Context: an optimization exercise on an open-source flow, tuned for small area. The choices shown serve that exercise and are no tape-out recipe.
At most, simulation tests tie the RTL to the original design; equivalence was not proved.
The flow treats the clock pin as an ideal source, which a real chip does not have.

==> flow/design.v <==
`timescale 1ns/1ps
`default_nettype none
module snake_game_top (
    input  logic       clock_25,
    input  logic       reset,            
    input  logic       game_tik,
    input  logic       right_btn,
    input  logic       left_btn,
    output logic [6:0] head_x,
    output logic [6:0] head_y,
    output logic [6:0] fruit_x,
    output logic [6:0] fruit_y,
    output logic [7:0] score,
    output logic [3:0] snake_length,
    output logic [1:0] heading,
    output logic       game_over
);
    localparam logic [2:0] ST_IDLE = 3'd4, ST_WAIT = 3'd0, ST_MOVING = 3'd1, ST_MOVE_DONE = 3'd2,
                           ST_EATEN = 3'd6, ST_FRUIT_UPDATE = 3'd7, ST_COLLISION = 3'd5;
    function automatic logic [7:0] sub7(input logic [6:0] a, input logic [6:0] b);
        logic c;
        c = 1'b1;
        for (int k = 0; k < 7; k++) begin
            sub7[k] = a[k] ^ ~b[k] ^ c;
            c = (a[k] & ~b[k]) | (a[k] & c) | (~b[k] & c);
        end
        sub7[7] = ~c;
    endfunction
    function automatic logic [5:0] addsub6(input logic [5:0] a, input logic [5:0] b, input logic sub);
        logic c;
        logic bb;
        c = sub;
        for (int k = 0; k < 6; k++) begin
            bb = b[k] ^ sub;
            addsub6[k] = a[k] ^ bb ^ c;
            c = (a[k] & bb) | (a[k] & c) | (bb & c);
        end
    endfunction
    function automatic logic [3:0] add42(input logic [3:0] a, input logic b, input logic c);
        logic k;
        add42[0] = a[0] ^ b ^ c;
        k = (a[0] & b) | (a[0] & c) | (b & c);
        add42[1] = a[1] ^ k;
        k = a[1] & k;
        add42[2] = a[2] ^ k;
        k = a[2] & k;
        add42[3] = a[3] ^ k;
    endfunction
    function automatic logic [3:0] inc4(input logic [3:0] a, input logic e);
        logic c;
        c = e;
        for (int k = 0; k < 4; k++) begin
            inc4[k] = a[k] ^ c;
            c = c & a[k];
        end
    endfunction
    logic [1:0] right_shift, left_shift;
    logic       right_pulse, left_pulse;
    always_ff @(posedge clock_25 or negedge reset) begin
        if (!reset) begin
            right_shift <= 2'b00;
            left_shift  <= 2'b00;
            right_pulse <= 1'b0;
            left_pulse  <= 1'b0;
        end else begin
            right_shift <= {right_shift[0], right_btn};
            left_shift  <= {left_shift[0], left_btn};
            right_pulse <= right_shift[0] & ~right_shift[1];
            left_pulse  <= left_shift[0] & ~left_shift[1];
        end
    end
    wire start_press = right_pulse | left_pulse;
    logic [2:0] state, next_state;
    logic       collision, fruit_eaten, fruit_bad;
    wire restart  = (state == ST_IDLE) || (state == ST_COLLISION);
    wire step     = state == ST_MOVE_DONE;
    wire eat      = state == ST_EATEN;
    wire resample = (state == ST_EATEN) || (state == ST_FRUIT_UPDATE);
    assign game_over = state == ST_COLLISION;
    always_comb begin
        next_state = state;
        case (state)
            ST_IDLE:         if (start_press) next_state = ST_WAIT;
            ST_WAIT:         if (game_tik) next_state = ST_MOVING;
            ST_MOVING:       next_state = ST_MOVE_DONE;
            ST_MOVE_DONE:    next_state = collision ? ST_COLLISION : fruit_eaten ? ST_EATEN : ST_WAIT;
            ST_EATEN:        next_state = ST_FRUIT_UPDATE;
            ST_FRUIT_UPDATE: if (!fruit_bad) next_state = ST_WAIT;
            ST_COLLISION:    if (start_press) next_state = ST_IDLE;
            default:         next_state = ST_IDLE;
        endcase
    end
    always_ff @(posedge clock_25 or negedge reset) begin
        if (!reset) state <= ST_IDLE;
        else        state <= next_state;
    end
    logic [1:0] turn;                
    always_ff @(posedge clock_25 or negedge reset) begin
        if (!reset)                         turn <= 2'b00;
        else if (restart)                   turn <= 2'b00;
        else if (right_pulse && left_pulse) turn <= 2'b00;
        else if (right_pulse)               turn <= 2'b10;
        else if (left_pulse)                turn <= 2'b01;
        else if (step)                      turn <= 2'b00;
    end
    logic [1:0] dir [0:13];
    logic [1:0] dir_n [0:13];        
    always_comb for (int i = 0; i < 14; i++) dir[i] = ~dir_n[i];
    always_ff @(posedge clock_25 or negedge reset) begin
        if (!reset)             heading <= 2'd0;
        else if (restart)       heading <= 2'd0;
        else if (turn != 2'b00) heading <= {~(dir[0][1] ^ dir[0][0]), dir[0][1] ^ turn[1]};
    end
    logic       grow_pending;        
    logic       len_sat;             
    logic [3:0] live;                
    assign snake_length = len_sat ? 4'd15 : 4'd6 + score[3:0];
    assign live = snake_length - 4'd1 - {3'b000, grow_pending};
    wire       step_vert = heading[1];
    wire       step_down = heading[0] ^ heading[1];       
    wire [6:0] step_from = step_vert ? head_y : head_x;
    logic [6:0] step_to;
    always_comb begin
        logic c;
        c = 1'b1;
        for (int k = 0; k < 7; k++) begin
            step_to[k] = step_from[k] ^ c;
            c = c & (step_from[k] ^ step_down);
        end
    end
    wire wall_hit = (head_x == 7'd0   && heading == 2'd1)
                 || (head_x == 7'd123 && heading == 2'd0)
                 || (head_y == 7'd0   && heading == 2'd2)
                 || (head_y == 7'd80  && heading == 2'd3);
    always_comb begin
        head_x_d = head_x;
        head_y_d = head_y;
        if (restart) begin
            head_x_d = 7'd8;
            head_y_d = 7'd40;
        end else if (step && !collision) begin
            if (step_vert) head_y_d = step_to;
            else           head_x_d = step_to;
        end
    end
    always_ff @(posedge clock_25) begin
        head_x <= head_x_d;
        head_y <= head_y_d;
    end
    always_ff @(posedge clock_25) begin
        if (step) begin
            dir_n[0] <= ~{heading[0] ^ heading[1], heading[0]};
            for (int i = 1; i < 14; i++) dir_n[i] <= dir_n[i-1];
        end
        if (restart)
            for (int i = 0; i < 5; i++) dir_n[i] <= 2'b11;
    end
    always_ff @(posedge clock_25) begin
        if (restart) begin
            grow_pending <= 1'b0;
            len_sat      <= 1'b0;
        end else if (eat) begin
            grow_pending <= ~len_sat;
            len_sat      <= len_sat | score[3];
        end else if (step) begin
            grow_pending <= 1'b0;
        end
    end
    logic [6:0] lfsr_x, lfsr_y;
    assign lfsr_x_d = {lfsr_x[5:0], lfsr_x[6] ^ lfsr_x[5]};
    assign lfsr_y_d = {lfsr_y[5:0], lfsr_y[6] ^ lfsr_y[5]};
    always_ff @(posedge clock_25 or negedge reset) begin
        if (!reset) begin
            lfsr_x <= 7'b0011100;
            lfsr_y <= 7'b0110000;
        end else begin
            lfsr_x <= lfsr_x_d;
            lfsr_y <= lfsr_y_d;
        end
    end
    always_ff @(posedge clock_25) begin
        if (restart) begin
            fruit_x <= 7'd8;
            fruit_y <= 7'd42;
        end else if (resample && (eat || fruit_bad)) begin
            fruit_x <= lfsr_x;
            fruit_y <= lfsr_y;
        end
    end
    logic [7:0] score_inc;
    always_comb begin
        logic c;
        c = 1'b1;
        for (int k = 0; k < 8; k++) begin
            score_inc[k] = score[k] ^ c;
            c = c & score[k];
        end
    end
    always_ff @(posedge clock_25 or negedge reset) begin
        if (!reset)       score <= 8'd0;
        else if (restart) score <= 8'd0;
        else if (eat)     score <= score_inc;
    end
    wire self_mode = state == ST_MOVING;
    logic [6:0] lfsr_x_d, lfsr_y_d, head_x_d, head_y_d;
    wire [6:0] tgt_x = self_mode ? fruit_x : lfsr_x_d;
    wire [6:0] tgt_y = self_mode ? fruit_y : lfsr_y_d;
    wire [7:0] fx = sub7(tgt_x, head_x_d);
    wire [7:0] fy = sub7(tgt_y, head_y_d);
    wire fx_near = (fx[7:4] == 4'b0000) || (fx[7:4] == 4'b1111);
    wire fy_near = (fy[7:4] == 4'b0000) || (fy[7:4] == 4'b1111);
    wire [5:0] fu = addsub6({fx[4], fx[4:0]}, {fy[4], fy[4:0]}, 1'b0);
    wire [5:0] fw = addsub6({fx[4], fx[4:0]}, {fy[4], fy[4:0]}, 1'b1);
    wire fu_near = fu[5] == fu[4];
    wire fw_near = fw[5] == fw[4];
    wire self_next = (state == ST_WAIT) && game_tik;
    logic       t_ok, t_par;
    logic [3:0] t_u, t_w;
    always_ff @(posedge clock_25) begin
        t_ok  <= self_next | (fx_near & fy_near & fu_near & fw_near);
        t_par <= ~self_next & fu[0];
        t_u   <= self_next ? 4'b1111 : ~fu[4:1];
        t_w   <= self_next ? 4'b1111 : ~fw[4:1];
    end
    logic [3:0] wu [0:7];
    logic [3:0] ww [0:7];
    logic       hit;
    always_comb begin
        wu[0] = t_u;
        ww[0] = t_w;
        for (int j = 0; j < 7; j++) begin
            wu[j+1] = add42(wu[j], dir[2*j][1], dir[2*j+1][1]);
            ww[j+1] = add42(ww[j], dir[2*j][0], dir[2*j+1][0]);
        end
        hit = 1'b0;
        for (int j = 0; j < 7; j++) begin
            if ((2*j < 5 || live > 4'(2*j)) && t_par == 1'b1
                && wu[j] == (dir[2*j][1] ? 4'(j - 1) : 4'(j))
                && ww[j] == (dir[2*j][0] ? 4'(j - 1) : 4'(j)))
                hit = 1'b1;
            if ((2*j+1 < 5 || live > 4'(2*j+1)) && t_par == 1'b0
                && wu[j+1] == 4'(j) && ww[j+1] == 4'(j))
                hit = 1'b1;
        end
        hit = hit & t_ok;
    end
    wire tgt_on_head = t_ok && !t_par && t_u == 4'b1111 && t_w == 4'b1111;
    logic check;
    always_ff @(posedge clock_25)
        check <= hit | (~self_mode & (lfsr_x >= 7'd124 || lfsr_y >= 7'd81 || tgt_on_head));
    assign fruit_eaten = tgt_on_head;
    assign collision   = check | wall_hit;
    assign fruit_bad   = check;
endmodule
`default_nettype wire
export LEC_CHECK = 0
export CAP_MARGIN = 20
export CORE_MARGIN = 2
export CORE_UTILIZATION = 40
export CTS_BUF_LIST = sky130_fd_sc_hd__clkbuf_8
export SLEW_MARGIN = 20
create_clock -name core_clock -period 7.0 [get_ports {clock_25}]
standard.sh (not shown) runs the stock make flow with config.mk's settings and CLKGATE_MAP_FILE= SYNTH_SCRIPT=/design/flow/synth_recipe.tcl, a recipe that flattens the netlist after the stock synthesis.
==> flow/flow/run.sh <==
#!/bin/bash
# The standard layout flow (standard.sh) with these changes:
#  - synthesis: the adder extraction step finds full adders only (extract_fa -fa; half
#    adders are left to ABC), and the final ABC technology mapping uses
#    flow/abc_area.script (an area-oriented mapping) instead of ORFS's
#    abc_speed.script. Everything else in synthesis (Yosys synth, flip-flop mapping,
#    register names) is unchanged.
#  - placement: every input and output port still gets its own buffer, but a buf_1
#    (buffer_ports -buffer_cell) instead of the default pick.
#  - CTS: the standard clock_tree_synthesis call, with clkbuf_8 buffers and without
#    dummy loads (-dont_use_dummy_load).
# Floorplan, power grid, tap cells, placement and routing are the standard ones.
set -euo pipefail
W=$(pwd)

# Synthesis script: synth_recipe.tcl, sourcing a copy of ORFS's synth.tcl in which the
# ABC script argument is replaced after synth_preamble.tcl has set it, and the
# extract_fa call is limited to full adders
sed -e "s#^source \$::env(SCRIPTS_DIR)/synth_preamble.tcl\$#&\nlset abc_args 1 $W/flow/abc_area.script#" \
    -e "s#^  extract_fa {\*}\[dont_use_extract_fa_args\]\$#  extract_fa -fa#" \
    "$FLOW_HOME/scripts/synth.tcl" > "$W/synth_orfs_area.tcl"
grep -q "lset abc_args 1" "$W/synth_orfs_area.tcl"
grep -q "^  extract_fa -fa\$" "$W/synth_orfs_area.tcl"
sed -e "s#^source \$::env(SCRIPTS_DIR)/synth.tcl\$#source $W/synth_orfs_area.tcl#" \
    synth_recipe.tcl > "$W/synth_recipe_area.tcl"
grep -q "synth_orfs_area.tcl" "$W/synth_recipe_area.tcl"
sed -e "s#SYNTH_SCRIPT=[^ ]*#SYNTH_SCRIPT=$W/synth_recipe_area.tcl#" standard.sh > "$W/standard_area.sh"
grep -q "synth_recipe_area.tcl" "$W/standard_area.sh"

export BUFFER_PORTS_ARGS="-buffer_cell sky130_fd_sc_hd__buf_1"
export CTS_ARGS="-sink_clustering_enable -repair_clock_nets -dont_use_dummy_load -buf_list sky130_fd_sc_hd__clkbuf_8"
bash "$W/standard_area.sh" > "$W/flow_make.log" 2>&1
==> flow/flow/abc_area.script <==
strash
ifraig
scorr
dc2
dretime
strash
&get -n
&dch -f
&nf -R 1000 -p -F 8 -C 32
&put
Edit:
--- a/flow/design.v
+++ b/flow/design.v
@@ -13,12 +13,12 @@
     output logic [7:0] score,
     output logic [3:0] snake_length,
     output logic [1:0] heading,
     output logic       game_over
 );
-    localparam logic [2:0] ST_IDLE = 3'd4, ST_WAIT = 3'd0, ST_MOVING = 3'd1, ST_MOVE_DONE = 3'd2,
-                           ST_EATEN = 3'd6, ST_FRUIT_UPDATE = 3'd7, ST_COLLISION = 3'd5;
+    localparam logic [2:0] ST_IDLE = 3'd0, ST_WAIT = 3'd1, ST_MOVING = 3'd2, ST_MOVE_DONE = 3'd3,
+                           ST_EATEN = 3'd4, ST_FRUIT_UPDATE = 3'd5, ST_COLLISION = 3'd6;
     function automatic logic [7:0] sub7(input logic [6:0] a, input logic [6:0] b);
         logic c;
         c = 1'b1;
         for (int k = 0; k < 7; k++) begin
             sub7[k] = a[k] ^ ~b[k] ^ c;
@@ -201,14 +201,12 @@
         else if (restart) score <= 8'd0;
         else if (eat)     score <= score_inc;
     end
     wire self_mode = state == ST_MOVING;
     logic [6:0] lfsr_x_d, lfsr_y_d, head_x_d, head_y_d;
-    wire [6:0] tgt_x = self_mode ? fruit_x : lfsr_x_d;
-    wire [6:0] tgt_y = self_mode ? fruit_y : lfsr_y_d;
-    wire [7:0] fx = sub7(tgt_x, head_x_d);
-    wire [7:0] fy = sub7(tgt_y, head_y_d);
+    wire [7:0] fx = sub7(lfsr_x_d, head_x_d);
+    wire [7:0] fy = sub7(lfsr_y_d, head_y_d);
     wire fx_near = (fx[7:4] == 4'b0000) || (fx[7:4] == 4'b1111);
     wire fy_near = (fy[7:4] == 4'b0000) || (fy[7:4] == 4'b1111);
     wire [5:0] fu = addsub6({fx[4], fx[4:0]}, {fy[4], fy[4:0]}, 1'b0);
     wire [5:0] fw = addsub6({fx[4], fx[4:0]}, {fy[4], fy[4:0]}, 1'b1);
     wire fu_near = fu[5] == fu[4];
@@ -242,14 +240,13 @@
                 && wu[j+1] == 4'(j) && ww[j+1] == 4'(j))
                 hit = 1'b1;
         end
         hit = hit & t_ok;
     end
-    wire tgt_on_head = t_ok && !t_par && t_u == 4'b1111 && t_w == 4'b1111;
     logic check;
     always_ff @(posedge clock_25)
-        check <= hit | (~self_mode & (lfsr_x >= 7'd124 || lfsr_y >= 7'd81 || tgt_on_head));
-    assign fruit_eaten = tgt_on_head;
+        check <= hit | (~self_mode & (lfsr_x >= 7'd124 || lfsr_y >= 7'd81 || (t_ok && !t_par && t_u == 4'b1111 && t_w == 4'b1111)));
+    assign fruit_eaten = (fruit_x == head_x) && (fruit_y == head_y);
     assign collision   = check | wall_hit;
     assign fruit_bad   = check;
 endmodule
 `default_nettype wire
- die area went up by 1.6%
- wire length went up by 5.6%
- cell count goes up by 0.73%
- final area grows by 1.5%
- maximum frequency hardly moves
- sequential share of layout area is lower by 0.60 points
- hold slack gets worse by 0.0046 ns
- via count increases by 2.4%
- clock skew fell by 0.012 ns
- critical path depth came out higher by 3
- count of clock-buffer cells in the layout is unchanged
Function not checked in the second run of this note: the RTL went through the layout flow alone.

* * *

Another version of the RTL of snake_game_top (not shown whole).
For scale: about 640 cells after synthesis, about 48 I/O pins.
clock: 7.0 ns
lec_check: 0
cap_margin: 20
core_margin: 2
core_utilization: 40
cts_buf_list: sky130_fd_sc_hd__clkbuf_8
slew_margin: 20
==> flow/flow/run.sh <==
#!/bin/bash
# The standard layout flow (standard.sh) with these changes:
#  - synthesis: the final ABC technology mapping uses flow/abc_area.script (an
#    area-oriented mapping) instead of ORFS's abc_speed.script. Everything before it
#    (Yosys synth, flip-flop mapping, register names) is unchanged.
#  - placement: every input and output port still gets its own buffer, but a buf_1
#    (buffer_ports -buffer_cell) instead of the default pick.
#  - CTS: the standard clock_tree_synthesis call, with clkbuf_8 buffers and without
#    dummy loads (-dont_use_dummy_load).
# Floorplan, power grid, tap cells, placement and routing are the standard ones.
set -euo pipefail
W=$(pwd)

# Synthesis script: synth_recipe.tcl, sourcing a copy of ORFS's synth.tcl in which the
# ABC script argument is replaced after synth_preamble.tcl has set it
sed -e "s#^source \$::env(SCRIPTS_DIR)/synth_preamble.tcl\$#&\nlset abc_args 1 $W/flow/abc_area.script#" \
    "$FLOW_HOME/scripts/synth.tcl" > "$W/synth_orfs_area.tcl"
grep -q "lset abc_args 1" "$W/synth_orfs_area.tcl"
sed -e "s#^source \$::env(SCRIPTS_DIR)/synth.tcl\$#source $W/synth_orfs_area.tcl#" \
    synth_recipe.tcl > "$W/synth_recipe_area.tcl"
grep -q "synth_orfs_area.tcl" "$W/synth_recipe_area.tcl"
sed -e "s#SYNTH_SCRIPT=[^ ]*#SYNTH_SCRIPT=$W/synth_recipe_area.tcl#" standard.sh > "$W/standard_area.sh"
grep -q "synth_recipe_area.tcl" "$W/standard_area.sh"

export BUFFER_PORTS_ARGS="-buffer_cell sky130_fd_sc_hd__buf_1"
export CTS_ARGS="-sink_clustering_enable -repair_clock_nets -dont_use_dummy_load -buf_list sky130_fd_sc_hd__clkbuf_8"
bash "$W/standard_area.sh" > "$W/flow_make.log" 2>&1
==> flow/flow/abc_area.script <==
strash
ifraig
scorr
dc2
dretime
strash
&get -n
&dch -f
&nf -R 1000
&put
The first run produced a clean layout.
Then changed:
--- a/flow/design.v
+++ b/flow/design.v
@@ -8,24 +8,40 @@
     input  logic       left_btn,
     output logic [6:0] head_x,
     output logic [6:0] head_y,
     output logic [6:0] fruit_x,
     output logic [6:0] fruit_y,
     output logic [7:0] score,
     output logic [3:0] snake_length,
     output logic [1:0] heading,
     output logic       game_over
 );
     localparam logic [2:0] ST_IDLE = 3'd0, ST_WAIT = 3'd1, ST_MOVING = 3'd2, ST_MOVE_DONE = 3'd3,
                            ST_EATEN = 3'd4, ST_FRUIT_UPDATE = 3'd5, ST_COLLISION = 3'd6;
+    function automatic logic [6:0] inc7(input logic [6:0] a);
+        logic c;
+        c = 1'b1;
+        for (int k = 0; k < 7; k++) begin
+            inc7[k] = a[k] ^ c;
+            c = c & a[k];
+        end
+    endfunction
+    function automatic logic [6:0] dec7(input logic [6:0] a);
+        logic c;
+        c = 1'b1;
+        for (int k = 0; k < 7; k++) begin
+            dec7[k] = a[k] ^ c;
+            c = c & ~a[k];
+        end
+    endfunction
     function automatic logic [7:0] sub7(input logic [6:0] a, input logic [6:0] b);
         logic c;
         c = 1'b1;
         for (int k = 0; k < 7; k++) begin
             sub7[k] = a[k] ^ ~b[k] ^ c;
             c = (a[k] & ~b[k]) | (a[k] & c) | (~b[k] & c);
         end
         sub7[7] = ~c;
     endfunction
     function automatic logic [5:0] addsub6(input logic [5:0] a, input logic [5:0] b, input logic sub);
         logic c;
         logic bb;
@@ -107,49 +123,48 @@
     end
     logic [1:0] dir [0:13];
     always_ff @(posedge clock_25 or negedge reset) begin
         if (!reset)             heading <= 2'd0;
         else if (restart)       heading <= 2'd0;
         else if (turn != 2'b00) heading <= {~(dir[0][1] ^ dir[0][0]), dir[0][1] ^ turn[1]};
     end
     logic       grow_pending;        
     logic       len_sat;             
     logic [3:0] live;                
     assign snake_length = len_sat ? 4'd15 : 4'd6 + score[3:0];
     assign live = snake_length - 4'd1 - {3'b000, grow_pending};
-    wire       step_vert = heading[1];
-    wire       step_down = heading[0] ^ heading[1];       
-    wire [6:0] step_from = step_vert ? head_y : head_x;
-    logic [6:0] step_to;
-    always_comb begin
-        logic c;
-        c = 1'b1;
-        for (int k = 0; k < 7; k++) begin
-            step_to[k] = step_from[k] ^ c;
-            c = c & (step_from[k] ^ step_down);
-        end
+    logic [6:0] next_x, next_y;
+    always_comb begin
+        next_x = head_x;
+        next_y = head_y;
+        case (heading)
+            2'd0: next_x = inc7(head_x);
+            2'd1: next_x = dec7(head_x);
+            2'd2: next_y = dec7(head_y);
+            default: next_y = inc7(head_y);
+        endcase
     end
     wire wall_hit = (head_x == 7'd0   && heading == 2'd1)
                  || (head_x == 7'd123 && heading == 2'd0)
                  || (head_y == 7'd0   && heading == 2'd2)
                  || (head_y == 7'd80  && heading == 2'd3);
     always_comb begin
         head_x_d = head_x;
         head_y_d = head_y;
         if (restart) begin
             head_x_d = 7'd8;
             head_y_d = 7'd40;
         end else if (step && !collision) begin
-            if (step_vert) head_y_d = step_to;
-            else           head_x_d = step_to;
+            head_x_d = next_x;
+            head_y_d = next_y;
         end
     end
     always_ff @(posedge clock_25) begin
         head_x <= head_x_d;
         head_y <= head_y_d;
     end
     always_ff @(posedge clock_25) begin
         if (step) begin
             dir[0] <= {heading[0] ^ heading[1], heading[0]};
             for (int i = 1; i < 14; i++) dir[i] <= dir[i-1];
         end
         if (restart)
Wire length hardly moves; worst hold slack gains 3.7 ps; sequential share of layout area barely changes; clock-buffer cell count does not change; global-route usage decreases by 0.15 points; cell count increases slightly; utilization barely changes; critical path depth is unchanged.
Function not checked in the first run of this note: the RTL went through the layout flow alone.

[re-timing with driven ports]
In the flow no input, the clock included, has a driving cell. The finished layouts below were timed again as built, in two steps. Step 1 sets driving cells, clkbuf_16 on the clock port and buf_2 on the other inputs (assumed; they add their load-dependent delay and slew). Step 2 also shifts input and output timing later by t, the mid clock arrival at the registers, as if the neighbouring blocks saw the same clock. Slacks: ideal ports / drivers / drivers and shift; pairs: ideal ports / drivers.
run	shift t [ns]	setup WS [ns]	worst data-port slew with drivers (ns)
the first run of note 1	0.410	1.279 / 1.279 / 1.279	0.03
the second run of note 1	0.412	1.291 / 1.291 / 1.291	0.03
the first run of note 2	0.402	1.037 / 1.037 / 1.037	0.04
the second run of note 2	0.413	0.912 / 0.912 / 0.912	0.05
After both steps setup and hold are still met in every run listed.
